This is an optimization exercise on Yosys and OpenROAD, whose aim is small area and a short achievable clock period, not a production implementation. Only simulation tests tie the RTL to the original design; equivalence was not proved. Power is estimated from default activity; no workload was simulated.

**design/flow/flow/run.sh**
```bash
#!/bin/bash
# The standard layout, with two changes: the port buffers are buf_4 cells
# instead of the slow delay-buffer cell buffer_ports picks by itself, and
# timing repair may resize a cell to any drive strength of the same function,
# not only to cells of the same footprint.
set -euo pipefail
bash standard.sh MATCH_CELL_FOOTPRINT=0 \
  "BUFFER_PORTS_ARGS=-buffer_cell sky130_fd_sc_hd__buf_4" \
  finish > standard_flow.log 2>&1
```
**design/flow/standard.sh**
```bash
#!/bin/bash
# synth_recipe.tcl (not shown) runs the flow's synth.tcl, then flattens the netlist and writes it again
# the make line also repeats each setting of config.mk as NAME=value (left out here)
make -C /OpenROAD-flow-scripts/flow DESIGN_CONFIG=/design/flow/config.mk WORK_HOME=/design/flow/orfs CLKGATE_MAP_FILE= SYNTH_SCRIPT=/design/flow/synth_recipe.tcl "${@:-finish}"
```
**design/flow/config.mk**
```make
export PLATFORM = sky130hd
export DESIGN_NAME = bus_responder
export DESIGN_NICKNAME = bus_responder
export VERILOG_FILES = /design/flow/design.v
export SDC_FILE = /design/flow/constraint.sdc
export NUM_CORES = 4
export LEC_CHECK = 0
export ABC_CLOCK_PERIOD_IN_PS = 2500
export CAP_MARGIN = 20
export CORE_MARGIN = 2
export CORE_UTILIZATION = 60
export CTS_CLUSTER_DIAMETER = 80
export CTS_CLUSTER_SIZE = 28
export SETUP_SLACK_MARGIN = 2.0
export SLEW_MARGIN = 20
```
**design/flow/constraint.sdc**
```tcl
create_clock -name core_clock -period 4.0 [get_ports {clk}]
set_input_delay 0.8000 -clock core_clock [delete_from_list [all_inputs] [get_ports {clk}]]
set_output_delay 0.8000 -clock core_clock [all_outputs]
set_load 0.01 [all_outputs]
```
**design/flow/design.v**
```verilog
package bus_pkg;
  localparam int AW_DEF = 8;
  localparam int DW_DEF = 8;
  localparam logic BUS_RD = 1'b1;
  localparam logic BUS_WR = 1'b0;
  typedef enum logic [1:0] {
    ST_IDLE  = 2'd0,
    ST_GRANT = 2'd1,
    ST_WAIT  = 2'd2,
    ST_ACK   = 2'd3
  } bus_state_e;
endpackage
module bus_ram #(
  parameter int DW    = 8,
  parameter int NRING = 50
) (
  input  logic            clk,
  input  logic [7:0]      ins_hi_n,
  input  logic [7:0]      ins_lo_n,
  input  logic [7:0]      keep_hi,
  input  logic [7:0]      keep_lo,
  input  logic [DW-1:0]   ins_data,
  input  logic [7:0]      rd_lo0,
  input  logic [7:0]      rd_lo2,
  output logic [7*DW-1:0] rd_grp
);
  localparam int NGRP = (NRING + 7) / 8;
  logic [DW-1:0] pos0 [64];
  logic [DW-1:0] pos2 [64];
  for (genvar r = 0; r < 64; r++) begin : g_ring
    if (r < NRING) begin : g_on
      logic [4*DW-1:0] ring_q;
      logic            ins_here;
      logic            keep;
      assign ins_here = !(ins_hi_n[r/8] || ins_lo_n[r%8]);
      assign keep     = !(keep_hi[r/8] && keep_lo[r%8]);
      always_ff @(posedge clk) begin
        ring_q <= {ring_q[3*DW-1:0],
                   ~(({DW{keep}} & ring_q[4*DW-1:3*DW]) | ({DW{ins_here}} & ins_data))};
      end
      assign pos0[r] = ring_q[DW-1:0];
      assign pos2[r] = ring_q[3*DW-1:2*DW];
    end else begin : g_off
      assign pos0[r] = {DW{1'b0}};
      assign pos2[r] = {DW{1'b0}};
    end
  end
  always_comb begin
    logic [DW-1:0] grp;
    rd_grp = {7*DW{1'b0}};
    for (int k = 0; k < NGRP; k++) begin
      grp = {DW{1'b0}};
      for (int j = 0; j < 8; j++) begin
        grp = grp | ({DW{rd_lo0[j]}} & pos0[8*k+j]) | ({DW{rd_lo2[j]}} & pos2[8*k+j]);
      end
      rd_grp[k*DW +: DW] = grp;
    end
  end
endmodule
module bus_responder #(
  parameter int AW    = bus_pkg::AW_DEF,
  parameter int DW    = bus_pkg::DW_DEF,
  parameter int DEPTH = 200,
  parameter int WAIT  = 2
) (
  input  logic          clk,
  input  logic          rst,
  input  logic          mreq,
  output logic          mgrnt,
  input  logic          mas,
  input  logic          mrw,
  input  logic [AW-1:0] maddr,
  input  logic [DW-1:0] mwdata,
  output logic [DW-1:0] mrdata,
  output logic          mrdy,
  output logic          merr
);
  localparam int NRING = DEPTH / 4;
  typedef struct packed {
    logic          valid;
    logic [AW-1:0] addr;
    logic [DW-1:0] data;
    logic          drain;
    logic [DW-1:0] ins_data;
    logic [7:0]    ins_hi;
    logic [7:0]    ins_lo;
  } wb_next_t;
  typedef struct packed {
    logic       pol;
    logic [7:0] hi;
    logic [7:0] lo0;
    logic [7:0] lo2;
    logic       even;
  } rd_next_t;
  logic s_grant, s_w1, s_w2, s_ack;
  logic s_idle;
  logic          rw_r;
  logic          oor_r;
  logic          wr_ok_r;
  logic [AW-1:0] addr_r;
  logic [DW-1:0] wdata_r;
  logic [2:0]    phase_r;
  logic          wb_valid_r;
  logic [AW-1:0] wb_addr_r;
  logic [DW-1:0] wb_data_r;
  logic          drain_r;
  logic [DW-1:0] ins_data_r;
  logic [7:0]    ins_hi_n_r;
  logic [7:0]    ins_lo_n_r;
  logic [7:0]    keep_hi_r;
  logic [7:0]    keep_lo_r;
  logic          cap_r;
  logic          fwd_r;
  logic          rd_pol_r;
  logic [7:0]    rd_hi_r;
  logic [7:0]    rd_lo0_r;
  logic [7:0]    rd_lo2_r;
  logic [7*DW-1:0] grp_r;
  logic            hfwd_r;
  logic            hpol_r;
  logic          mgrnt_r;
  logic          mrdy_r;
  logic          merr_r;
  logic [DW-1:0] mrdata_r;
  logic            strobe_s;
  logic            oor_s;
  logic            wcommit_s;
  wb_next_t        wb_c_s;
  wb_next_t        wb_n_s;
  wb_next_t        wb_s;
  rd_next_t        rd_m_s;
  rd_next_t        rd_a_s;
  logic [7*DW-1:0] ram_grp_s;
  logic [DW-1:0]   rd_word_s;
  assign s_idle   = !(s_grant || s_w1 || s_w2 || s_ack);
  assign strobe_s = s_grant && mas;
  assign oor_s    = oor_r;
  always_ff @(posedge clk) begin
    if (rst) begin
      s_grant <= 1'b0;
      s_w1    <= 1'b0;
      s_w2    <= 1'b0;
      s_ack   <= 1'b0;
    end else begin
      s_grant <= ((s_idle || s_ack) && mreq) || (s_grant && !mas && mreq);
      s_w1    <= strobe_s;
      s_w2    <= s_w1;
      s_ack   <= s_w2;
    end
  end
  always_ff @(posedge clk) begin
    if (strobe_s) begin
      rw_r    <= mrw;
      addr_r  <= maddr;
      wdata_r <= mwdata;
      oor_r   <= ({1'b0, maddr} >= (AW+1)'(DEPTH));
      wr_ok_r <= (mrw == bus_pkg::BUS_WR) && ({1'b0, maddr} < (AW+1)'(DEPTH));
    end
  end
  always_ff @(posedge clk) begin
    phase_r <= phase_r + 3'd1;
  end
  function automatic wb_next_t wb_next(input logic          commit,
                                       input logic          valid,
                                       input logic          drain,
                                       input logic [AW-1:0] wb_addr,
                                       input logic [DW-1:0] wb_data,
                                       input logic [AW-1:0] addr,
                                       input logic [DW-1:0] data,
                                       input logic [2:0]    phase);
    wb_next_t n;
    n.valid    = commit || (valid && !drain);
    n.addr     = commit ? addr : wb_addr;
    n.data     = commit ? data : wb_data;
    n.drain    = n.valid && ((n.addr[1:0] + phase[1:0]) == 2'd2);
    n.ins_data = n.data ^ {DW{!(1'(({1'b0, n.addr[1:0]} + phase + 3'd2) >> 2))}};
    for (int k = 0; k < 8; k++) begin
      n.ins_hi[k] = n.drain && (n.addr[7:5] == 3'(k));
      n.ins_lo[k] = (n.addr[4:2] == 3'(k));
    end
    wb_next = n;
  endfunction
  assign wcommit_s = s_w2 && wr_ok_r && !rst;
  assign wb_c_s = wb_next(1'b1, wb_valid_r, drain_r, wb_addr_r, wb_data_r,
                          addr_r, wdata_r, phase_r);
  assign wb_n_s = wb_next(1'b0, wb_valid_r, drain_r, wb_addr_r, wb_data_r,
                          addr_r, wdata_r, phase_r);
  assign wb_s   = wcommit_s ? wb_c_s : wb_n_s;
  always_ff @(posedge clk) begin
    wb_valid_r <= wb_s.valid;
    wb_addr_r  <= wb_s.addr;
    wb_data_r  <= wb_s.data;
    drain_r    <= wb_s.drain;
    ins_data_r <= wb_s.ins_data;
    ins_hi_n_r <= ~wb_s.ins_hi;
    ins_lo_n_r <= ~wb_s.ins_lo;
    keep_hi_r  <= wb_s.ins_hi;
    keep_lo_r  <= wb_s.ins_lo;
  end
  function automatic rd_next_t rd_next(input logic [AW-1:0] addr,
                                       input logic [2:0]    phase);
    rd_next_t   n;
    logic [1:0] rpos;
    rpos  = addr[1:0] + phase[1:0] + 2'd1;
    n.pol = 1'(({1'b0, addr[1:0]} + phase + 3'd1) >> 2);
    for (int k = 0; k < 8; k++) begin
      n.hi[k]  = (addr[7:5] == 3'(k));
      n.lo0[k] = (addr[4:2] == 3'(k)) && !rpos[1];
      n.lo2[k] = (addr[4:2] == 3'(k)) && rpos[1];
    end
    n.even = !rpos[0];
    rd_next = n;
  endfunction
  assign rd_m_s = rd_next(maddr, phase_r);
  assign rd_a_s = rd_next(addr_r, phase_r);
  always_ff @(posedge clk) begin
    if (strobe_s) begin
      cap_r    <= rd_m_s.even;
      fwd_r    <= wb_n_s.valid && (wb_n_s.addr == maddr);
      rd_pol_r <= rd_m_s.pol;
      rd_hi_r  <= rd_m_s.hi;
      rd_lo0_r <= rd_m_s.lo0;
      rd_lo2_r <= rd_m_s.lo2;
    end else begin
      cap_r    <= s_w1 && rd_a_s.even;
      fwd_r    <= wb_n_s.valid && (wb_n_s.addr == addr_r);
      rd_pol_r <= rd_a_s.pol;
      rd_hi_r  <= rd_a_s.hi;
      rd_lo0_r <= rd_a_s.lo0;
      rd_lo2_r <= rd_a_s.lo2;
    end
  end
  bus_ram #(
    .DW    (DW),
    .NRING (NRING)
  ) u_ram (
    .clk      (clk),
    .ins_hi_n (ins_hi_n_r),
    .ins_lo_n (ins_lo_n_r),
    .keep_hi  (keep_hi_r),
    .keep_lo  (keep_lo_r),
    .ins_data (ins_data_r),
    .rd_lo0   (rd_lo0_r),
    .rd_lo2   (rd_lo2_r),
    .rd_grp   (ram_grp_s)
  );
  always_ff @(posedge clk) begin
    if (cap_r) begin
      grp_r  <= ram_grp_s;
      hfwd_r <= fwd_r;
      hpol_r <= rd_pol_r;
    end
  end
  always_comb begin
    logic [DW-1:0] w;
    w = {DW{1'b0}};
    for (int k = 0; k < 7; k++) begin
      w = w | ({DW{rd_hi_r[k]}} & grp_r[k*DW +: DW]);
    end
    rd_word_s = hfwd_r ? wb_data_r : (w ^ {DW{hpol_r}});
  end
  always_ff @(posedge clk) begin
    if (rst) begin
      mgrnt_r  <= 1'b0;
      mrdy_r   <= 1'b0;
      merr_r   <= 1'b0;
      mrdata_r <= {DW{1'b0}};
    end else begin
      mgrnt_r <= !s_idle;
      mrdy_r  <= s_ack;
      merr_r  <= s_ack && oor_s;
      if (s_ack && rw_r == bus_pkg::BUS_RD) begin
        mrdata_r <= oor_s ? {DW{1'b0}} : rd_word_s;
      end
    end
  end
  assign mgrnt  = mgrnt_r;
  assign mrdy   = mrdy_r;
  assign merr   = merr_r;
  assign mrdata = mrdata_r;
endmodule
```
==> results of run 1 <==
[flip-flops by register name (all words and copies together), names as in the netlist, 3 cells and up]
name	count
u_ram.g_ring.g_on.ring_q	1600
grp_r	56
addr_r	8
ins_data_r	8
ins_lo_n_r	8
keep_lo_r	8
mrdata_r	8
rd_lo0_r	8
rd_lo2_r	8
wb_addr_r	8
wb_data_r	8
wdata_r	8
ins_hi_n_r	7
keep_hi_r	7
rd_hi_r	7
phase_r	3
[repair_timing]
item / CTS / global route
buffers inserted: 6 / 5
cloned: 1 / 1
endpoints found under the setup margin: 63 / 55
gates resized for setup: 22 / 57
pin swaps: 9 / 17
[logic make-up (layout without fill, tap and decap cells)]
group                      Yosys count  after routing  share of synthesized area [%]
DFF                               1777           1777                           78.7
AOI/OAI and AO/OA                  915            915                           15.8
and+or+nand+nor                    274            275                           2.81
buffers and inverters              200            222                           1.62
xor gates and xnor gates            39             39                          0.769
adders and majority gates            9              9                          0.275
[area by class of cell]
cell class	instances	share of cell area [%]
Multi-Input combinational cell	1238	18.7
Tap cell	1030	2.57
Inverter	27	0.219
Sequential cell	1777	72.8
Clock buffer	102	3.98
Timing Repair Buffer	88	1.63
Clock inverter	4	0.0847
Timing Repair inverter	1	0.00996
[layout by cell type, fill, tap and decap left out, drive strengths merged, types with 7 or more instances in the layout]
master  netlist  layout
a21oi        12      12
a221oi      200     200
a222oi        8       8
a22o        192     192
a22oi       433     433
buf          37      88
clkbuf      136     102
dfxtp      1684    1684
edfxtp       93      93
ha            7       7
inv          26      27
nand2       102     103
nand2b       11      11
nand3        21      21
nand4        49      49
nor2         66      66
o21ai        20      20
o22ai        16      16
o32ai        11      11
xnor2        34      34
[power by group]
group,internal (mW),switching (mW)
sequential,17.9,0.124
clock,3.55,5.18
combinational,0.176,0.278
[metrics by stage]
stage	worst slack [ns]	total power, mW
after global placement	1.28	18.9
after CTS	1.96	27.3
after floorplan	1.97	18.6
after global routing	1.87	28.0
final	1.86	27.2
after detailed placement	1.26	18.9
[routing by layer]
| layer | track usage (%) | part of all wire, % |
|---|---|---|
| met5 | 0.549 | 0.16 |
| met4 | 12.9 | 4.4 |
| met3 | 7.34 | 9.3 |
| met2 | 50.4 | 44 |
| met1 | 47.7 | 43 |
[how the worst max path moves through the flow]
stage               depth (start not counted)       start            end  slack [ns]
global route                                6   addr_r[0]  ins_hi_n_r[2]        1.87
finish                                      4   grp_r[26]    mrdata_r[2]        1.86
CTS                                         4  rd_hi_r[3]    mrdata_r[2]        1.96
detailed placement                          8         rst  ins_hi_n_r[1]        1.26
floorplan                                   6    maddr[0]    rd_lo0_r[0]        1.97
global placement                            8         rst  ins_hi_n_r[1]        1.28
[critical path, cell delays in order (launching register included)]
cell      delay (ns)
edfxtp_1        0.39
a222oi_1        0.82
nand3_1         0.36
xnor2_1         0.23
a221oi_2        0.24
==> flow_summary.toml, run 1 <==
[critical_path]
required_ns = 4.56
critPathLaunchType = "flip-flop"
timing.rr.end = "mrdata_r[2]"
cp.arrival_ns = 2.71
crit_type = "reg -> reg"
r2r_start = "grp_r[26]"
reg2reg_slack_ns = 1.86
reg2reg_depth = 4
cp_max_fo = 1
endpoint_kind = "flip-flop"

[clocking]
cts_buffers = 73
tritoncts = "done"
clock-root-buffer = "clkbuf_16"
clockBufferDepth = 3
path_clk_slew_ns = 0.11
cts.sinks = 1777
hold_buffers = 0
clk_latency_ns = 0.66
h-tree-depth = 3

[synth]
ys_seq_area_share_pct = 78.7
synth-async-reset-ratio_pct = 0
ys_ff_latch = 1777
yosysUniqueCellTypes = 57
ys.warnings.count = 4
synth.most_common_cell = "dfxtp_1"
synth_cells = 3214
synthTopCellsByArea = "dfxtp_1 (73%), a22oi_1 (7.0%), edfxtp_1 (6.0%)"
syn_nets = 3244
synth.top_cell.area_share_pct = 72.7
ys_top_cells_by_count = "dfxtp_1 (1,684), a22oi_1 (433), a221oi_1 (200)"
ys.flop_type = "dfxtp_1"
avgSynthCellArea_um2 = 14.4
synth_edf_count = 93
synth_area_um2 = 46400
yosysTopAreaCell = "dfxtp_1"

[power]
power_density_nw_per_um2 = 542
p_leak_nw = 18.5
vdd_drop_max_uv = 421

[place]
post_dp_cell_area_um2 = 47700
dp.cells = 4147
dp_hpwl_mm = 76.8
port-buffer-count = 31
gp_congestion = 0.856

[worst_hold_path]
holdPathEnd = "wdata_r[0]"
hp-class = "in -> reg"
hold-path-cell-count = 1
min-delay-start = "mwdata[0]"

[cells_and_area]
nFillCells = 5499
drive_gt1_share_pct = 7.94
fin_cells = 4267
n_antenna_cell = 0
fin_area_um2 = 50200
multi_input_area_um2 = 9390
area_delta_synth_final_pct = 8.35
regArea_um2 = 36600
final_nets = 3236
final_core_util_pct = 65.9

[grt]
track_usage_pct = 33.6
grt_first_pass_wirelength_mm = 191
grt_pass1_vias = 27500
antenna_found_initial = 2
grt_max_degree = 59
grt_overflow = 0

[timing]
worstMarginPinSlew_ns = 1.24
fin_tns_setup_ns = 0
period_share_pct = 53.6
hold_viol = 0
slew_headroom_pct = 17.2
slew_viol_final = 0
fmax_mhz = 467
finalCriticalPeriod_ns = 2.14
skew_ns = 0.0252
whs_ns = 0.321
rsz0062_at_grt = "true"
setup_viol = 0

[detailed_routing]
antenna_left = 0
vias = 27800
route.detailed.drc = 0
drtIter0Drc = 3558
drtPass1Iterations = 9
via_per_inst = 6.52
totalWireLength_mm = 135
wire_per_inst_um = 31.6

[die]
die_h_um = 282
initial_core_util_pct = 60.8
dieArea_um2 = 79500
io-pin-count = 32
row_count = 101
die_x_um = 282
core_um2 = 76200

[outcome]
status = "finished clean"

[flow_run]
max_cap_viol_count = 0
==> run 2: changes to the inputs <==
--- a/design/flow/design.v
+++ b/design/flow/design.v
@@ -102,2 +102,7 @@
   logic [2:0]    phase_r;
+  logic [3:0]    t_drain_r;    
+  logic [3:0]    t_ipol_r;     
+  logic [3:0]    t_rp0_r;      
+  logic [3:0]    t_rp1_r;      
+  logic [3:0]    t_rpol_r;     
   logic          wb_valid_r;
@@ -162,2 +167,11 @@
   end
+  always_ff @(posedge clk) begin
+    for (int k = 0; k < 4; k++) begin
+      t_drain_r[k] <= (2'(k) + phase_r[1:0] + 2'd1) == 2'd2;
+      t_ipol_r[k]  <= 1'((3'(k) + phase_r + 3'd3) >> 2);
+      t_rp0_r[k]   <= 1'(2'(k) + phase_r[1:0] + 2'd2);
+      t_rp1_r[k]   <= 1'((2'(k) + phase_r[1:0] + 2'd2) >> 1);
+      t_rpol_r[k]  <= 1'((3'(k) + phase_r + 3'd2) >> 2);
+    end
+  end
   function automatic wb_next_t wb_next(input logic          commit,
@@ -169,3 +183,4 @@
                                        input logic [DW-1:0] data,
-                                       input logic [2:0]    phase);
+                                       input logic [3:0]    t_drain,
+                                       input logic [3:0]    t_ipol);
     wb_next_t n;
@@ -174,4 +189,4 @@
     n.data     = commit ? data : wb_data;
-    n.drain    = n.valid && ((n.addr[1:0] + phase[1:0]) == 2'd2);
-    n.ins_data = n.data ^ {DW{!(1'(({1'b0, n.addr[1:0]} + phase + 3'd2) >> 2))}};
+    n.drain    = n.valid && t_drain[n.addr[1:0]];
+    n.ins_data = n.data ^ {DW{!t_ipol[n.addr[1:0]]}};
     for (int k = 0; k < 8; k++) begin
@@ -184,5 +199,5 @@
   assign wb_c_s = wb_next(1'b1, wb_valid_r, drain_r, wb_addr_r, wb_data_r,
-                          addr_r, wdata_r, phase_r);
+                          addr_r, wdata_r, t_drain_r, t_ipol_r);
   assign wb_n_s = wb_next(1'b0, wb_valid_r, drain_r, wb_addr_r, wb_data_r,
-                          addr_r, wdata_r, phase_r);
+                          addr_r, wdata_r, t_drain_r, t_ipol_r);
   assign wb_s   = wcommit_s ? wb_c_s : wb_n_s;
@@ -200,7 +215,9 @@
   function automatic rd_next_t rd_next(input logic [AW-1:0] addr,
-                                       input logic [2:0]    phase);
+                                       input logic [3:0]    t_rp0,
+                                       input logic [3:0]    t_rp1,
+                                       input logic [3:0]    t_rpol);
     rd_next_t   n;
     logic [1:0] rpos;
-    rpos  = addr[1:0] + phase[1:0] + 2'd1;
-    n.pol = 1'(({1'b0, addr[1:0]} + phase + 3'd1) >> 2);
+    rpos  = {t_rp1[addr[1:0]], t_rp0[addr[1:0]]};
+    n.pol = t_rpol[addr[1:0]];
     for (int k = 0; k < 8; k++) begin
@@ -213,4 +230,4 @@
   endfunction
-  assign rd_m_s = rd_next(maddr, phase_r);
-  assign rd_a_s = rd_next(addr_r, phase_r);
+  assign rd_m_s = rd_next(maddr, t_rp0_r, t_rp1_r, t_rpol_r);
+  assign rd_a_s = rd_next(addr_r, t_rp0_r, t_rp1_r, t_rpol_r);
   always_ff @(posedge clk) begin
==> design/flow/run.sh (new file) <==
#!/bin/bash
# synth_recipe.tcl (not shown) runs the flow's synth.tcl, then flattens the netlist and writes it again
# the make line also repeats each setting of config.mk as NAME=value (left out here)
make -C /OpenROAD-flow-scripts/flow DESIGN_CONFIG=/design/flow/config.mk WORK_HOME=/design/flow/orfs CLKGATE_MAP_FILE= SYNTH_SCRIPT=/design/flow/synth_recipe.tcl finish
--- a/design/flow/config.mk
+++ b/design/flow/config.mk
@@ -13,3 +13,3 @@
 export CTS_CLUSTER_SIZE = 28
-export SETUP_SLACK_MARGIN = 2.0
+export SETUP_SLACK_MARGIN = 2.2
 export SLEW_MARGIN = 20
removed: design/flow/flow/run.sh
removed: design/flow/standard.sh
==> flow_summary.toml, run 2 <==
[power]
combPwrFrac_pct = 1.8
p_seq_share_pct = 65.9
switchingPower_mw = 5.63
p_leak_nw = 18.9
pwr-share-clk_pct = 32.3
vdd_drop_max_uv = 432
p_sw_share_pct = 20.5
power_density_nw_per_um2 = 535
internal_power_mw = 21.9

[synth]
ys.warnings.count = 4
synth_area_um2 = 46900
yosysUniqueCellTypes = 66
syn_nets = 3258
ys_top_cells_by_count = "dfxtp_1 (1,700), a22oi_1 (433), a221oi_1 (200)"
yosysTopAreaCell = "dfxtp_1"
avgSynthCellArea_um2 = 14.5
synth.top_cell.area_share_pct = 72.6
synthTopCellsByArea = "dfxtp_1 (73%), a22oi_1 (6.9%), edfxtp_1 (6.0%)"
synth_cells = 3233
synth.most_common_cell = "dfxtp_1"
ys.flop_type = "dfxtp_1"
synth-async-reset-ratio_pct = 0
ys_ff_latch = 1793
ys_seq_area_share_pct = 78.6
synth_edf_count = 93

[timing]
hold_viol = 0
slew_headroom_pct = 28.9
slew_viol_final = 0
worst_slack_ns = 2.07
setup_viol = 0
rsz0062_at_grt = "true"
finalCriticalPeriod_ns = 1.93
skew_ns = 0.0277
fin_tns_setup_ns = 0
worstMarginPinSlew_ns = 1.06
period_share_pct = 48.3
fmax_mhz = 518

[die]
die_x_um = 283
io-pin-count = 32
dieArea_um2 = 80300
initial_core_util_pct = 60.6
core_um2 = 77300
row_count = 102
die_h_um = 283

[critical_path]
reg2reg_depth = 4
cp_num_buf_inv = 1
cp-startpoint = "mrdata_r[1]"
cp_max_fo = 3
path_cells = "buf_6"
r2r_start = "rd_hi_r[2]"
path_depth = 1
crit_type = "reg -> out"
crit_family = "flip-flops"
endpoint_kind = "primary output"
timing.rr.end = "mrdata_r[5]"
reg2reg_slack_ns = 2.11
critPathLaunchType = "flip-flop"
required_ns = 3.20
cp.arrival_ns = 1.13
cpPeakStageDelay_ns = 0.37
cp_slowest_cell = "dfxtp_4"
crit_end = "mrdata[1]"

[detailed_routing]
drtIter0Drc = 3355
wl_met1_mm = 58.2
routed.top_layer = "met5"
vias = 27900
drtPass1Iterations = 6
wl_met3_mm = 13.0
antenna_left = 0
via_per_inst = 6.44
wl_met2_mm = 61.2
route.detailed.drc = 0
wire_per_inst_um = 31.6
totalWireLength_mm = 137

[place]
dp_hpwl_mm = 76.6
dp.cells = 4169
preCtsSetupSlack_ns = 0.728
port-buffer-count = 31
gp_congestion = 0.831

[clocking]
cts.sinks = 1793
clockBufferDepth = 3
tritoncts = "done"
clk_latency_ns = 0.66
path_clk_slew_ns = 0.11
cts_buffers = 74
h-tree-depth = 3
clock-root-buffer = "clkbuf_16"

[worst_hold_path]
hp-class = "reg -> reg"

[flow_run]
max_cap_viol_count = 0

[grt]
antenna_found_initial = 2
grt_first_pass_wirelength_mm = 194
grt_max_degree = 36
track_usage_pct = 33.3
grt_pass1_vias = 27600
grt_overflow = 0

[cells_and_area]
n_antenna_cell = 0
multi_input_area_um2 = 9560
drive_gt1_share_pct = 10.1
fin_cells = 4335
largest_reg_flops = 1600
top_register = "u_ram.g_ring.g_on.ring_q"
final_cell_mix = "dfxtp_1 (1,656), a22oi_1 (425), a22o_1 (193)"
final_nets = 3286
area_delta_synth_final_pct = 9.72
final_common_cell = "dfxtp_1"
top_regs = "u_ram.g_ring.g_on.ring_q x1600, grp_r x56"
regArea_um2 = 36900
nFillCells = 5639

[outcome]
status = "finished clean"
run 2: how the worst min path moves through the flow:
stage,startpoint,end,slack [ns],cells past startpoint
6_report,u_ram.g_ring[15].g_on.ring_q[15],u_ram.g_ring[15].g_on.ring_q[23],0.32,0
3_5_place_dp,u_ram.g_ring[15].g_on.ring_q[11],u_ram.g_ring[15].g_on.ring_q[19],0.31,0
3_3_place_gp,u_ram.g_ring[15].g_on.ring_q[14],u_ram.g_ring[15].g_on.ring_q[22],0.31,0
5_1_grt,u_ram.g_ring[46].g_on.ring_q[9],u_ram.g_ring[46].g_on.ring_q[17],0.33,0
4_1_cts,u_ram.g_ring[49].g_on.ring_q[13],u_ram.g_ring[49].g_on.ring_q[21],0.32,0
2_1_floorplan,u_ram.g_ring[0].g_on.ring_q[8],u_ram.g_ring[0].g_on.ring_q[16],0.31,0
run 2: cell type report:
| class | instances | area share (%) |
|---|---|---|
| clock buffers | 104 | 3.96 |
| multi-input cells | 1248 | 18.6 |
| repair buffers | 129 | 2.91 |
| flip-flops and latches | 1793 | 71.8 |
| well taps | 1040 | 2.53 |
| inverters | 15 | 0.110 |
| clock inverters | 6 | 0.0949 |
run 2: through the flow:
stage / power (mW) / area [um2] / hold slack [ns] / utilization, %
3_5_place_dp: 19.0 / 48300 / 0.312 / 62.4
6_report: 27.5 / 51400 / 0.321 / 66.5
3_3_place_gp: 19.0 / 48300 / 0.309 / 62.4
2_1_floorplan: 18.7 / 46900 / 0.310 / -
4_1_cts: 27.5 / 51000 / 0.317 / 66.0
5_1_grt: 28.2 / 51400 / 0.330 / 66.5
run 2: cell families (layout without fill, tap and decap cells):
kind of cell             Yosys count  count (layout)  share of synthesized area [%]
flip-flops                      1793            1793                           78.6
AO/OA/AOI/OAI                    929             929                           15.9
AND/OR/NAND/NOR                  271             271                           2.84
buffers and inverters            192             254                           1.57
XOR/XNOR                          35              35                          0.654
multiplexers                       9               9                          0.355
adder cells (fa/ha/maj)            4               4                          0.107
run 2: what timing repair did:
action / 4_1_cts / 5_1_grt
pin swaps: 6 / 9
cloned: 1 / 0
endpoints found under the setup margin: 252 / 175
hold buffers: 0 / 0
gates resized for setup: 119 / 57
setup buffers: 38 / 17
run 2: worst register-to-register path, cell delays in order (launching register included):
cell	delay, ns
dfxtp_1	0.54
a22oi_1	0.49
nand3_1	0.22
xnor2_2	0.24
a221oi_1	0.30
run 2: metal layers:
metal / vias to the layer above / global-route usage, %
li1: 12000 / -
met1: 14200 / 47.6
met2: 1454 / 51.2
met3: 250 / 6.00
met4: 2 / 11.7
met5: - / 0
run 2: power groups by stage:
stage	combinational [mW]	clock (mW)	sequential [mW]
final	0.487	8.89	18.1
after global routing	0.509	9.59	18.1
after CTS	0.446	8.94	18.1
after detailed placement	0.395	0	18.6
after global placement	0.393	0	18.6
after floorplan	0.259	0	18.5
==> run 3: changes to the inputs <==
--- a/design/flow/config.mk
+++ b/design/flow/config.mk
@@ -13,3 +13,3 @@
 export CTS_CLUSTER_SIZE = 28
-export SETUP_SLACK_MARGIN = 2.2
+export SETUP_SLACK_MARGIN = 2.4
 export SLEW_MARGIN = 20
==> flow_summary.toml, run 3 <==
[critical_path]
r2r_start = "grp_r[37]"
cp.arrival_ns = 2.61
reg2reg_slack_ns = 1.91
crit_type = "reg -> reg"
timing.rr.end = "mrdata_r[5]"
required_ns = 4.52
cp_slowest_cell = "a222oi_1"
path_cells = "a222oi_1 -> nand3_1 -> xnor2_1 -> a221oi_1"
cpPeakStageDelay_ns = 0.78
critPathLaunchType = "flip-flop"
endpoint_kind = "flip-flop"
reg2reg_depth = 4
cp-startpoint = "grp_r[37]"
cp_max_fo = 1

[grt]
grt_max_degree = 36
grt_first_pass_wirelength_mm = 203
track_usage_pct = 34.9
grt_pass1_vias = 28400
grt_overflow = 0
antenna_found_initial = 5

[flow_run]
max_cap_viol_count = 0

[synth]
synth.most_common_cell = "dfxtp_1"
ys_ff_latch = 1793
yosysTopAreaCell = "dfxtp_1"
ys_seq_area_share_pct = 78.6
syn_nets = 3258
synth_cells = 3233
yosysUniqueCellTypes = 66
avgSynthCellArea_um2 = 14.5
synth.top_cell.area_share_pct = 72.6
synth_area_um2 = 46900
ys.warnings.count = 4
synthTopCellsByArea = "dfxtp_1 (73%), a22oi_1 (6.9%), edfxtp_1 (6.0%)"
ys_top_cells_by_count = "dfxtp_1 (1,700), a22oi_1 (433), a221oi_1 (200)"
ys.flop_type = "dfxtp_1"
synth-async-reset-ratio_pct = 0
synth_edf_count = 93

[clocking]
clock-root-buffer = "clkbuf_16"
tritoncts = "done"
h-tree-depth = 3
clk_latency_ns = 0.66
cts_buffers = 74
clockBufferDepth = 3
path_clk_slew_ns = 0.10
cts.sinks = 1793

[cells_and_area]
top_register = "u_ram.g_ring.g_on.ring_q"
largest_reg_flops = 1600
final_cell_mix = "dfxtp_1 (1,650), a22oi_1 (424), a22o_1 (193)"
final_common_cell = "dfxtp_1"
fin_cells = 4424
final_core_util_pct = 69.4
final_nets = 3361
area_delta_synth_final_pct = 14.5
top_regs = "u_ram.g_ring.g_on.ring_q x1600, grp_r x56"
drive_gt1_share_pct = 16.9

[detailed_routing]
vias = 29000
route.detailed.drc = 0
wire_per_inst_um = 32.5
antenna_left = 0
drtIter0Drc = 3842
via_per_inst = 6.54
totalWireLength_mm = 144
drtPass1Iterations = 8

[die]
die_h_um = 283
die_x_um = 283
core_um2 = 77300
io-pin-count = 32
initial_core_util_pct = 60.6
row_count = 102
dieArea_um2 = 80300

[timing]
rsz0062_at_grt = "true"
setup_viol = 0
slew_viol_final = 0
skew_ns = 0.0205
whs_ns = 0.318
period_share_pct = 52.3
slew_headroom_pct = 39.7
fin_tns_setup_ns = 0
worstMarginPinSlew_ns = 0.904
finalCriticalPeriod_ns = 2.09
hold_viol = 0
fmax_mhz = 478

[power]
p_leak_nw = 19.8
vdd_drop_max_uv = 387
power_density_nw_per_um2 = 516

[worst_hold_path]
hold-path-cell-count = 0
holdPathEnd = "u_ram.g_ring[42].g_on.ring_q[21]"
min-delay-start = "u_ram.g_ring[42].g_on.ring_q[13]"
hp-class = "reg -> reg"

[outcome]
status = "finished clean"

[place]
port-buffer-count = 31
dp_hpwl_mm = 77.2
dp.cells = 4167
gp_congestion = 0.859
==> run 3: cell counts after synthesis <==
No cell type changed its count.
==> run 3: cell families (layout without fill, tap and decap cells) <==
kind of cell / Yosys count / after routing / share of synthesized area, %
AND/OR/NAND/NOR: 271 / 271 / 2.84
multiplexers: 9 / 9 / 0.355
buffers and inverters: 192 / 341 / 1.57
flip-flops: 1793 / 1793 / 78.6
other: 0 / 2 / 0
XOR/XNOR: 35 / 35 / 0.654
adder cells (fa/ha/maj): 4 / 4 / 0.107
AO/OA/AOI/OAI: 929 / 929 / 15.9
==> run 3: critical path: cells and delay by family (launching register included) <==
family / cells / cell delay, ns
simple gates: 1 / 0.19
compound gates: 2 / 0.91
xor+xnor: 1 / 0.40
flops: 1 / 0.45
==> run 3: worst max path at each step <==
stage / to / slack [ns] / cells after the start
6_report: mrdata_r[5] / 1.91 / 4
5_1_grt: mrdata_r[5] / 1.97 / 4
2_1_floorplan: rd_lo0_r[3] / 2.10 / 3
4_1_cts: mrdata[4] / 2.03 / 1
3_5_place_dp: ins_hi_n_r[0] / 0.64 / 5
3_3_place_gp: ins_hi_n_r[4] / 0.75 / 5
==> run 3: power breakdown <==
group          total [mW]  internal [mW]  switching [mW]
combinational       0.563          0.249           0.314
sequential           18.1           18.0          0.0809
clock                9.00           3.66            5.34
==> run 3: metrics by stage <==
| stage | setup WS, ns | total power [mW] | cell area, um2 |
|---|---|---|---|
| after floorplan | 2.10 | 18.7 | 47000 |
| after global placement | 0.747 | 18.9 | 48300 |
| after detailed placement | 0.635 | 18.9 | 48300 |
| after CTS | 2.03 | 27.6 | 52900 |
| after global routing | 1.97 | 28.4 | 53700 |
| final | 1.91 | 27.7 | 53700 |
==> run 3: layer usage <==
layer / part of all wire (%) / track usage, % / vias to the layer above
li1: - / - / 12200
met1: 43 / 50.4 / 14900
met2: 44 / 51.6 / 1602
met3: 10 / 8.03 / 297
met4: 3.8 / 13.1 / 4
met5: 0.014 / 0 / -
==> run 3: timing repair <==
item                                    CTS  global route
hold buffers                              0             0
gates resized for setup                 329           111
endpoints found under the setup margin  565           222
setup buffers                            96            22
pin swaps                                52            70
cloned                                   13             2
==> run 3: cell type report <==
type | instances | area, um2
fill | 5402 | 23700
inverter | 15 | 82.6
antenna | 2 | 5.00
timing repair inverter | 1 | 8.76
clock inverter | 4 | 53.8
tap | 1040 | 1300
timing repair buffer | 203 | 2630
clock buffer | 118 | 2080
multi-input combinational | 1248 | 10600
sequential | 1793 | 37000
==> run 4: changes to the inputs <==
--- a/design/flow/config.mk
+++ b/design/flow/config.mk
@@ -13,3 +13,3 @@
 export CTS_CLUSTER_SIZE = 28
-export SETUP_SLACK_MARGIN = 2.4
+export SETUP_SLACK_MARGIN = 2.0
 export SLEW_MARGIN = 20
==> flow_summary.toml, run 4 <==
[outcome]
status = "finished clean"

[detailed_routing]
vias = 27900
wire_per_inst_um = 31.7
via_per_inst = 6.48
drtPass1Iterations = 7
antenna_left = 0
route.detailed.drc = 0
drtIter0Drc = 3614
totalWireLength_mm = 136

[worst_hold_path]
hp-class = "reg -> reg"

[cells_and_area]
final_cell_mix = "dfxtp_1 (1,663), a22oi_1 (433), a221oi_1 (200)"
top_register = "u_ram.g_ring.g_on.ring_q"
drive_gt1_share_pct = 7.06
largest_reg_flops = 1600
final_common_cell = "dfxtp_1"
nFillCells = 5693
area_delta_synth_final_pct = 8.02
top_regs = "u_ram.g_ring.g_on.ring_q x1600, grp_r x56"
final_nets = 3251

[synth]
synth_cells = 3233
synth_top_family_by_area = "compound AO/OA/AOI/OAI gates"
synthMuxAreaShare_pct = 0.355
synth_area_um2 = 46900
synth.top_cell.area_share_pct = 72.6
ys.flop_type = "dfxtp_1"
syn_nets = 3258
avgSynthCellArea_um2 = 14.5
yosysTopAreaCell = "dfxtp_1"
ys.warnings.count = 4
synthTopCellsByArea = "dfxtp_1 (73%), a22oi_1 (6.9%), edfxtp_1 (6.0%)"
ys_seq_area_share_pct = 78.6
synth_edf_count = 93
synthSimpleGateAreaFrac_pct = 2.84
synth_compound_area_share_pct = 15.9
ys_ff_latch = 1793
synth.most_common_cell = "dfxtp_1"
synth-async-reset-ratio_pct = 0
synth_adder_area_share_pct = 0.107
synth-xor-area-share_pct = 0.654
yosysUniqueCellTypes = 66
ys_top_cells_by_count = "dfxtp_1 (1,700), a22oi_1 (433), a221oi_1 (200)"

[timing]
slew_viol_final = 0
fin_tns_setup_ns = 0
rsz0062_at_grt = "true"
finalCriticalPeriod_ns = 2.10
hold_viol = 0
setup_viol = 0
slew_headroom_pct = 16.2
skew_ns = 0.0160
fmax_mhz = 475
worstMarginPinSlew_ns = 1.25
period_share_pct = 52.6

[power]
p_leak_nw = 18.6
finalPower_mw = 27.5
power_density_nw_per_um2 = 543
vdd_drop_max_uv = 372

[grt]
grt_max_degree = 59
antenna_found_initial = 4
grt_pass1_vias = 27700
track_usage_pct = 33.1
grt_overflow = 0
grt_first_pass_wirelength_mm = 194

[clocking]
clk_latency_ns = 0.66
path_clk_slew_ns = 0.10
hold_buffers = 0
h-tree-depth = 3
clockBufferDepth = 3
tritoncts = "done"
cts_buffers = 74
clock-root-buffer = "clkbuf_16"
cts.sinks = 1793

[critical_path]
cp_num_buf_inv = 0
reg2reg_depth = 2
cp-startpoint = "keep_lo_r[1]"
endpoint_kind = "flip-flop"
crit_end = "u_ram.g_ring[1].g_on.ring_q[3]"
crit_type = "reg -> reg"
cp_max_fo = 8
critPathLaunchType = "flip-flop"
timing.rr.end = "u_ram.g_ring[1].g_on.ring_q[3]"
path_cells = "nand2_1 -> a22oi_1"
crit_family = "flip-flops"
r2r_start = "keep_lo_r[1]"
cpPeakStageDelay_ns = 0.95
path_depth = 2
cp.arrival_ns = 2.66
reg2reg_slack_ns = 1.90
cp_slowest_cell = "dfxtp_1"
required_ns = 4.56

[die]
dieArea_um2 = 80300
io-pin-count = 32
die_h_um = 283
die_x_um = 283
core_um2 = 77300
initial_core_util_pct = 60.6
row_count = 102

[place]
gp_congestion = 0.864
dp_hpwl_mm = 77.5
port-buffer-count = 31

[flow_run]
max_cap_viol_count = 0
run 4: changes by cell type in the layout (fill, tap and decap cells not counted), sizes merged, moves of 3 or more:
cell / change
buf: -107
clkbuf: -16
clkdlybuf4s50: +6
dlymetal6s2s: -3
run 4: how the worst min path moves through the flow:
stage / slack [ns] / startpoint / cells after the start / to
after floorplan: 0.31 / u_ram.g_ring[0].g_on.ring_q[8] / 0 / u_ram.g_ring[0].g_on.ring_q[16]
after global placement: 0.31 / u_ram.g_ring[21].g_on.ring_q[12] / 0 / u_ram.g_ring[21].g_on.ring_q[20]
after detailed placement: 0.31 / u_ram.g_ring[18].g_on.ring_q[14] / 0 / u_ram.g_ring[18].g_on.ring_q[22]
after CTS: 0.33 / u_ram.g_ring[40].g_on.ring_q[11] / 0 / u_ram.g_ring[40].g_on.ring_q[19]
after global routing: 0.33 / u_ram.g_ring[10].g_on.ring_q[14] / 0 / u_ram.g_ring[10].g_on.ring_q[22]
final: 0.33 / u_ram.g_ring[18].g_on.ring_q[14] / 0 / u_ram.g_ring[18].g_on.ring_q[22]
run 4: area by class of cell:
| type | count | area, um2 | share of cell area (%) |
|---|---|---|---|
| Multi-Input combinational cell | 1248 | 9320 | 18.4 |
| Clock inverter | 4 | 42.5 | 0.0840 |
| Clock buffer | 104 | 2070 | 4.09 |
| Antenna cell | 2 | 5.00 | 0.00989 |
| Inverter | 15 | 60.1 | 0.119 |
| Tap cell | 1040 | 1300 | 2.57 |
| Sequential cell | 1793 | 36900 | 72.9 |
| Timing Repair Buffer | 94 | 913 | 1.80 |
run 4: per-layer routing:
metal  track usage, %  share of wire, %
met4             11.1               3.5
met2             50.4                44
met5                0             0.018
met3             6.21               9.1
met1             47.8                43
run 4: what timing repair did:
item                                    CTS  global route
endpoints found under the setup margin   56            16
gates resized for setup                  65             9
buffers inserted                         13             2
pin swaps                                 2             1
run 4: cell families (layout without fill, tap and decap cells):
logic type                 Yosys count  in the layout
DFF                               1793           1793
AOI/OAI and AO/OA                  929            929
and+or+nand+nor                    271            271
buffers and inverters              192            217
xor gates and xnor gates            35             35
muxes                                9              9
adders and majority gates            4              4
other                                0              2
run 4: stage by stage:
stage                     cell area (um2)  hold slack (ns)  instances  utilization (%)  worst slack [ns]
after CTS                           50500            0.328       4293             65.3              2.00
final                               50600            0.329       4300             65.4              1.90
after detailed placement            48300            0.312       4172             62.4             0.633
after global routing                50600            0.332       4298             65.4              1.93
after floorplan                     46900            0.310       3233                -              2.04
after global placement              48300            0.310       4172             62.4             0.762
run 4: power by group:
part,total [mW],switching [mW],internal [mW],leakage [nW]
sequential,18.1,0.103,18.0,15.0
combinational,0.417,0.242,0.175,2.52
clock,8.94,5.26,3.67,1.02
total,27.5,5.61,21.9,18.6
==> run 5: changes to the inputs <==
--- a/design/flow/config.mk
+++ b/design/flow/config.mk
@@ -7,3 +7,3 @@
 export LEC_CHECK = 0
-export ABC_CLOCK_PERIOD_IN_PS = 2500
+export ABC_CLOCK_PERIOD_IN_PS = 2000
 export CAP_MARGIN = 20
@@ -13,3 +13,3 @@
 export CTS_CLUSTER_SIZE = 28
-export SETUP_SLACK_MARGIN = 2.0
+export SETUP_SLACK_MARGIN = 2.2
 export SLEW_MARGIN = 20
==> flow_summary.toml, run 5 <==
[cells_and_area]
area_delta_synth_final_pct = 9.72
drive_gt1_share_pct = 10.1
largest_reg_flops = 1600
top_regs = "u_ram.g_ring.g_on.ring_q x1600, grp_r x56"
final_common_cell = "dfxtp_1"
final_cell_mix = "dfxtp_1 (1,656), a22oi_1 (425), a22o_1 (193)"
final_core_util_pct = 66.5
nFillCells = 5639
multi_input_area_um2 = 9560
final_nets = 3286
regArea_um2 = 36900
top_register = "u_ram.g_ring.g_on.ring_q"
n_antenna_cell = 0

[critical_path]
cp_num_buf_inv = 1
crit_type = "reg -> out"
critPathLaunchType = "flip-flop"
cpPeakStageDelay_ns = 0.37
path_depth = 1
crit_family = "flip-flops"
cp_max_fo = 3
cp.arrival_ns = 1.13
required_ns = 3.20
cp_slowest_cell = "dfxtp_4"
endpoint_kind = "primary output"
path_cells = "buf_6"
reg2reg_depth = 4

[grt]
grt_overflow = 0
grt_first_pass_wirelength_mm = 194
track_usage_pct = 33.3
grt_max_degree = 36
antenna_found_initial = 2
grt_pass1_vias = 27600

[place]
gp_congestion = 0.831
port-buffer-count = 31
dp_hpwl_mm = 76.6
preCtsSetupSlack_ns = 0.728

[synth]
ys_top_cells_by_count = "dfxtp_1 (1,700), a22oi_1 (433), a221oi_1 (200)"
synth_area_um2 = 46900
synth.top_cell.area_share_pct = 72.6
avgSynthCellArea_um2 = 14.5
ys_seq_area_share_pct = 78.6
ys.flop_type = "dfxtp_1"
ys_ff_latch = 1793
ys.warnings.count = 4
syn_nets = 3258
synthTopCellsByArea = "dfxtp_1 (73%), a22oi_1 (6.9%), edfxtp_1 (6.0%)"
synth-async-reset-ratio_pct = 0
synth.most_common_cell = "dfxtp_1"
yosysUniqueCellTypes = 66
synth_cells = 3233
yosysTopAreaCell = "dfxtp_1"
synth_edf_count = 93

[detailed_routing]
drtPass1Iterations = 6
totalWireLength_mm = 137
antenna_left = 0
vias = 27900
wire_per_inst_um = 31.6
route.detailed.drc = 0
drtIter0Drc = 3355
via_per_inst = 6.44

[timing]
rsz0062_at_grt = "true"
worstMarginPinSlew_ns = 1.06
period_share_pct = 48.3
skew_ns = 0.0277
setup_viol = 0
hold_viol = 0
slew_viol_final = 0
slew_headroom_pct = 28.9
finalCriticalPeriod_ns = 1.93
worst_slack_ns = 2.07
fmax_mhz = 518
fin_tns_setup_ns = 0

[clocking]
cts.sinks = 1793
path_clk_slew_ns = 0.11
tritoncts = "done"
clk_latency_ns = 0.66
cts_buffers = 74
clockBufferDepth = 3
clock-root-buffer = "clkbuf_16"
h-tree-depth = 3
hold_buffers = 0

[die]
io-pin-count = 32
row_count = 102
initial_core_util_pct = 60.6
dieArea_um2 = 80300
core_um2 = 77300
die_h_um = 283
die_x_um = 283

[power]
switchingPower_mw = 5.63
vdd_drop_max_uv = 432
internal_power_mw = 21.9
pwr-share-clk_pct = 32.3
p_leak_nw = 18.9
p_seq_share_pct = 65.9
combPwrFrac_pct = 1.8
p_sw_share_pct = 20.5
power_density_nw_per_um2 = 535

[flow_run]
max_cap_viol_count = 0

[worst_hold_path]
hp-class = "reg -> reg"
hold-path-cell-count = 0

[outcome]
status = "finished clean"
run 5: final timing paths:
path / start / endpoint / slack (ns)
setup / recovery: mrdata_r[1] / mrdata[1] / 2.07
hold reg to reg: u_ram.g_ring[15].g_on.ring_q[15] / u_ram.g_ring[15].g_on.ring_q[23] / 0.32
setup reg to reg: rd_hi_r[2] / mrdata_r[5] / 2.11
hold / removal: u_ram.g_ring[15].g_on.ring_q[15] / u_ram.g_ring[15].g_on.ring_q[23] / 0.32
run 5: what timing repair did:
item	in CTS	in global routing
endpoints found under the setup margin	252	175
pin swaps	6	9
gates resized for setup	119	57
cloned	1	0
setup buffers	38	17
run 5: power by group through the flow:
stage,clock [mW],sequential (mW),combinational (mW)
2_1_floorplan,0,18.5,0.259
3_5_place_dp,0,18.6,0.395
3_3_place_gp,0,18.6,0.393
4_1_cts,8.94,18.1,0.446
5_1_grt,9.59,18.1,0.509
6_report,8.89,18.1,0.487
run 5: worst reg2reg max path, cell delays in order, from the launching register on:
cell and delay (ns):
dfxtp_1 0.54, a22oi_1 0.49, nand3_1 0.22, xnor2_2 0.24
a221oi_1 0.30
run 5: cells by family (layout without fill, tap and decap cells):
group,Yosys count,in the layout,synth area share (%)
DFF,1793,1793,78.6
adders and majority gates,4,4,0.107
buffers and inverters,192,254,1.57
muxes,9,9,0.355
xor gates and xnor gates,35,35,0.654
AOI/OAI and AO/OA,929,929,15.9
and+or+nand+nor,271,271,2.84
run 5: final cells by class:
cell class                 count  area share, %
tap                         1040           2.53
inverter                      15          0.110
multi-input combinational   1248           18.6
sequential                  1793           71.8
clock inverter                 6         0.0949
timing repair buffer         129           2.91
clock buffer                 104           3.96
run 5: metrics by stage:
| step | instance area (um2) | hold WS (ns) | cells | power [mW] |
|---|---|---|---|---|
| floorplan | 46900 | 0.310 | 3233 | 18.7 |
| global placement | 48300 | 0.309 | 4169 | 19.0 |
| detailed placement | 48300 | 0.312 | 4169 | 19.0 |
| CTS | 51000 | 0.317 | 4318 | 27.5 |
| global route | 51400 | 0.330 | 4335 | 28.2 |
| finish | 51400 | 0.321 | 4335 | 27.5 |
run 5: layer usage:
layer | up-vias | GRT usage [%] | part of all wire (%)
met5 | - | 0 | 0.0095
met4 | 2 | 11.7 | 3.3
met3 | 250 | 6.00 | 9.5
met2 | 1454 | 51.2 | 45
met1 | 14200 | 47.6 | 43
li1 | 12000 | - | -

## separate check: timing with driven ports
In the flow no input, the clock included, has a driving cell. The finished layouts below were timed again as built, in two steps. Step 1 (the two cells are an assumption about what drives the block):
set clk [get_ports {clk}]
set_driving_cell -lib_cell sky130_fd_sc_hd__clkbuf_16 $clk
set_driving_cell -lib_cell sky130_fd_sc_hd__buf_2 [delete_from_list [all_inputs] $clk]
Step 2 adds t to the input delays and takes it off the output delays; t is the mean of the earliest and latest rising clock arrival at the registers after step 1. Input paths then give back, and output paths get back, about the clock's delay inside the block. a / b / c = ideal ports / drivers / drivers and shift; a / b = the first two.
run | shift t [ns] | slack for setup (ns) | hold slack, ns | worst setup path at the end | worst data-port slew with drivers (ns)
run 1 | 0.715 | 1.857 / 1.857 / 1.494 | 0.321 / 0.282 / 0.321 | input to register | 0.06
run 2 | 0.722 | 2.069 / 1.996 / 1.569 | 0.321 / 0.321 / 0.321 | input to register | 0.04
run 3 | 0.722 | 1.907 / 1.907 / 1.651 | 0.318 / 0.318 / 0.318 | input to register | 0.07
run 4 | 0.724 | 1.895 / 1.895 / 1.398 | 0.329 / 0.329 / 0.329 | input to register | 0.04
run 5 | 0.722 | 2.069 / 1.996 / 1.569 | 0.321 / 0.321 / 0.321 | input to register | 0.04
After both steps every run listed still meets setup and hold.
